Source: an optimization exercise on an open RTL-to-GDS flow (aim: small area, a short achievable clock period and few clock cycles per item). Production flows keep margins and buffers that such runs may drop.
RTL that was checked went through simulation tests only; none was proved equivalent to the original.

== lane 1 ==
==> flow/design.v (excerpt) <==
module isr_core #(
    parameter  int DATA_WID = isr_pkg::DATA_WID,
    localparam int ROOT_WID = DATA_WID / 2,
    localparam int RES_WID  = ROOT_WID + 3
) (
    input  logic                clk,
    input  logic                rst,
    input  logic [DATA_WID-1:0] a,
    input  logic                clken,
    input  logic                calcen,
    output logic                busy,
    output logic                done,
    output logic [ROOT_WID-1:0] root,
    output logic [ROOT_WID:0]   rem
);
    localparam int BLK = 16;                             
    logic [RES_WID-1:0]  ys;
    logic [RES_WID-1:0]  yc;
    logic [ROOT_WID-1:0] pend;
    logic [ROOT_WID-1:0] qm;
    logic                dpos;       
    logic                dneg;
    logic                run;
    logic                add1;       
    logic                add2;       
    logic                fix;        
    logic                denorm;
    logic                skip;       
    logic                skip_half;
    logic [6:0]          cnt;
    logic                at0;        
    logic                at1;        
    logic [5:0]          nsh;
    logic                calcen_d;
    logic                done_seen;
    logic                armed;
    logic                idle;
    logic                start;
    logic                last;
  ...
Size: roughly 680 flip-flops, roughly 520 I/O pins, roughly 0.053 mm^2 of cells after synthesis.
make LEC_CHECK=0 CAP_MARGIN=20 CORE_MARGIN=2 CORE_UTILIZATION=40 SETUP_SLACK_MARGIN=0.8 SLEW_MARGIN=20 finish   # period 5.0 ns
run.sh (not shown) runs the stock make flow with config.mk's settings and CLKGATE_MAP_FILE= SYNTH_SCRIPT=/design/flow/synth_recipe.tcl, a recipe that flattens the netlist after the stock synthesis.
Lane 1 went all the way through the flow, and no timing, DRC or antenna check failed.
The inputs of lane 2 differ from those of lane 1 as listed below.
Settings: SETUP_SLACK_MARGIN now 1.5, was 0.8.
==> flow/flow/run.sh (new file) <==
#!/bin/bash
# The standard layout (the standard.sh, all steps), with one synthesis
# option changed: no full/half-adder extraction (ADDER_MAP_FILE empty), so
# ABC maps the carry-save adders and the digit-selection logic as plain
# gates and can optimise across them. Registers are untouched by that step.
set -euo pipefail
bash standard.sh ADDER_MAP_FILE= finish > standard_make.log 2>&1
==> flow/standard.sh (new file) <==
#!/bin/bash
# synth_recipe.tcl (not shown) runs the flow's synth.tcl, then flattens the netlist and writes it again
# the make line also repeats each setting of config.mk as NAME=value (left out here)
make -C /OpenROAD-flow-scripts/flow DESIGN_CONFIG=/design/flow/config.mk WORK_HOME=/design/flow/orfs CLKGATE_MAP_FILE= SYNTH_SCRIPT=/design/flow/synth_recipe.tcl "${@:-finish}"
removed: flow/run.sh
Findings:
- ys[63] as the capturing instance or port of the critical path was reported by lane 2, and ys[8] by lane 1.
- Lane 2: met3 demand-to-capacity share in global routing 1.4 points above lane 1
- Delta(final cell count, lane 2 - lane 1) > 0
- Delta (lane 2 minus lane 1): number of nets in the final layout +7.6%; number of vias in the routed layout +7844; maximum frequency +about 10%.
- Buffer levels on the longest clock path: lane 2 vs lane 1 identical
- Looking at first element of the critical path, the cnt[2] result is from lane 2; the at0 one comes from lane 1.
### lane 2 -> lane 3
Settings: swapping 1.5 for 0.8 in SETUP_SLACK_MARGIN.
Findings:
- Lane 3 vs lane 2 on met1 track demand over resource: lane 3 is the lower one.
- Summary of the comparison: fraction of final layout cells sized beyond drive strength 1 is lower in lane 3, relative to lane 2.
- Lane 2 reports its worst-path cell with the longest stage delay as nor2_1 while lane 3 reports dfrtp_4.
- As far as initial core utilization goes, lane 2 and lane 3 are indistinguishable; the numbers are identical.
No functional check of the RTL was part of any run of this note.

========
isr_core, a different RTL version from the one above (not shown whole).
For scale: ~3200 cells after synthesis, roughly 530 flip-flops, ~520 I/O pins, ~29000 um^2 of cells after synthesis.
clock: 5.0 ns
lec_check: 0
cap_margin: 20
core_margin: 2
core_utilization: 40
setup_slack_margin: 1.5
slew_margin: 20
standard.sh (not shown) runs the stock make flow with config.mk's settings and CLKGATE_MAP_FILE= SYNTH_SCRIPT=/design/flow/synth_recipe.tcl, a recipe that flattens the netlist after the stock synthesis.
==> flow/flow/run.sh <==
#!/bin/bash
# The standard layout (the standard.sh, all steps) with two options
# changed: no full/half-adder extraction in synthesis (ADDER_MAP_FILE empty),
# so ABC maps adders as plain gates, and the port buffers that placement
# inserts on every input and output are the small buf_1 (the resizer still
# sizes them as timing needs). Registers are untouched by either.
set -euo pipefail
bash standard.sh ADDER_MAP_FILE= "BUFFER_PORTS_ARGS=-buffer_cell sky130_fd_sc_hd__buf_1" finish > standard_make.log 2>&1
The first run finished clean.
Testbench counts at the start, summed over its fixed seeds: cycles 33,528, items 256.
Edit:
==> flow/run.sh (new file) <==
#!/bin/bash
# synth_recipe.tcl (not shown) runs the flow's synth.tcl, then flattens the netlist and writes it again
# the make line also repeats each setting of config.mk as NAME=value (left out here)
make -C /OpenROAD-flow-scripts/flow DESIGN_CONFIG=/design/flow/config.mk WORK_HOME=/design/flow/orfs CLKGATE_MAP_FILE= SYNTH_SCRIPT=/design/flow/synth_recipe.tcl finish
- SETUP_SLACK_MARGIN: 1.5 -> not set
removed: flow/flow/run.sh
removed: flow/standard.sh
After rerunning: The changed run went through all stages and came out clean. Cell count went down by 7.0%. Fmax fell by 17%. Routed wire length goes down by 2.3%. Non-clock buffer count falls by 142. Worst setup slack gets worse by 0.78 ns. Design area decreases by 4.8%. Hold slack hardly moves.
Edit:
- SETUP_SLACK_MARGIN: not set -> 1.5
Outcome: Die area does not change; cell count went up by a few percent; via count rose by a few percent; maximum frequency increases by about a fifth.
Edit:
- SETUP_SLACK_MARGIN: 1.5 -> 2.5
After rerunning: Die area does not change; final area goes down by 1.8%; first-iteration DRC count goes up by 2.9%; non-clock buffer count goes up by 9; clock-buffer cell count goes up by 6; routed wire length goes down by 2.6%.

========
Setup of JK:
Another version of the RTL of isr_core (not shown whole).
Size in the first run: ~520 I/O pins, roughly 55000 µm² of cells after synthesis.
clock: 5.0 ns
lec_check: 0
cap_margin: 20
core_margin: 2
core_utilization: 40
setup_slack_margin: 1.0
slew_margin: 20
==> flow/flow/run.sh <==
#!/bin/bash
# The standard layout (the standard.sh, all steps) with two options
# changed: no full/half-adder extraction in synthesis (ADDER_MAP_FILE empty),
# so ABC maps adders as plain gates, and the port buffers that placement
# inserts on every input and output are the small buf_1 (the resizer still
# sizes them as timing needs). Registers are untouched by either.
set -euo pipefail
bash standard.sh ADDER_MAP_FILE= "BUFFER_PORTS_ARGS=-buffer_cell sky130_fd_sc_hd__buf_1" finish > standard_make.log 2>&1
Testbench counts of JK, summed over its fixed seeds: cycles 17,998, items 256.
> inputs changed (JK -> MS)
- swapping 40 for 30 in CORE_UTILIZATION
--- outcome ---
The final layout from MS, which completed every stage, passed the timing, design-rule and antenna checks at the end of the flow.
Comparing JK and MS, the higher total length of routed wires was measured on MS.
In MS, the final clock period utilization by the worst path came out 2.9 points above the value in JK.
Going from JK to MS, the worst reg-to-reg path cell count was found to have gone down by 1.
[MS vs JK] slack of the critical path: lower in MS
Between MS and JK, it is MS whose final area is higher, by 1100 µm².
Global-route usage in MS is 7.7 points below JK.

[re-timing with driven ports]
The flow's constraints put no driver on any port. The routed layouts listed below were extracted and timed again, unchanged, in two steps. Step 1 sets driving cells, clkbuf_16 on the clock port and buf_2 on the other inputs (assumed; they add their load-dependent delay and slew). Step 2 times the ports against the registers' clock, not the clock port: input delays grow and output delays shrink by t, the midpoint of the rising clock arrivals with the driver on. a / b / c = ideal ports / drivers / drivers and shift; a / b = the first two.
| run | t (ns) | setup WS [ns] | worst setup path at the end | clock arrival spread, ns | worst register clock-pin slew, ns |
|---|---|---|---|---|---|
| lane 1 | 0.768 | 0.602 / 0.602 / 0.602 | register to register | 0.036 / 0.036 | 0.07 / 0.07 |
| lane 2 | 0.827 | 1.017 / 1.017 / 0.769 | input to register | 0.034 / 0.034 | 0.07 / 0.07 |
| lane 3 | 0.807 | 0.864 / 0.864 / 0.864 | register to register | 0.039 / 0.040 | 0.06 / 0.06 |
| the first run of note 2 | 0.690 | 1.105 / 1.105 / 1.105 | register to register | 0.026 / 0.025 | 0.07 / 0.07 |
| the second run of note 2 | 0.684 | 0.325 / 0.325 / 0.325 | register to register | 0.031 / 0.032 | 0.07 / 0.07 |
| the third run of note 2 | 0.690 | 1.140 / 1.140 / 1.140 | register to register | 0.043 / 0.043 | 0.07 / 0.07 |
| the fourth run of note 2 | 0.696 | 1.077 / 1.077 / 1.077 | register to register | 0.048 / 0.048 | 0.07 / 0.07 |
| JK | 0.787 | 1.061 / 1.061 / 1.000 | input to register | 0.050 / 0.050 | 0.07 / 0.07 |
| MS | 0.801 | 0.914 / 0.914 / 0.914 | register to register | 0.044 / 0.044 | 0.07 / 0.07 |
After both steps every run listed still meets setup and hold. The setup slack of lane 2, which loses most, moves by 0.000 ns with the drivers and by -0.248 ns with both steps.
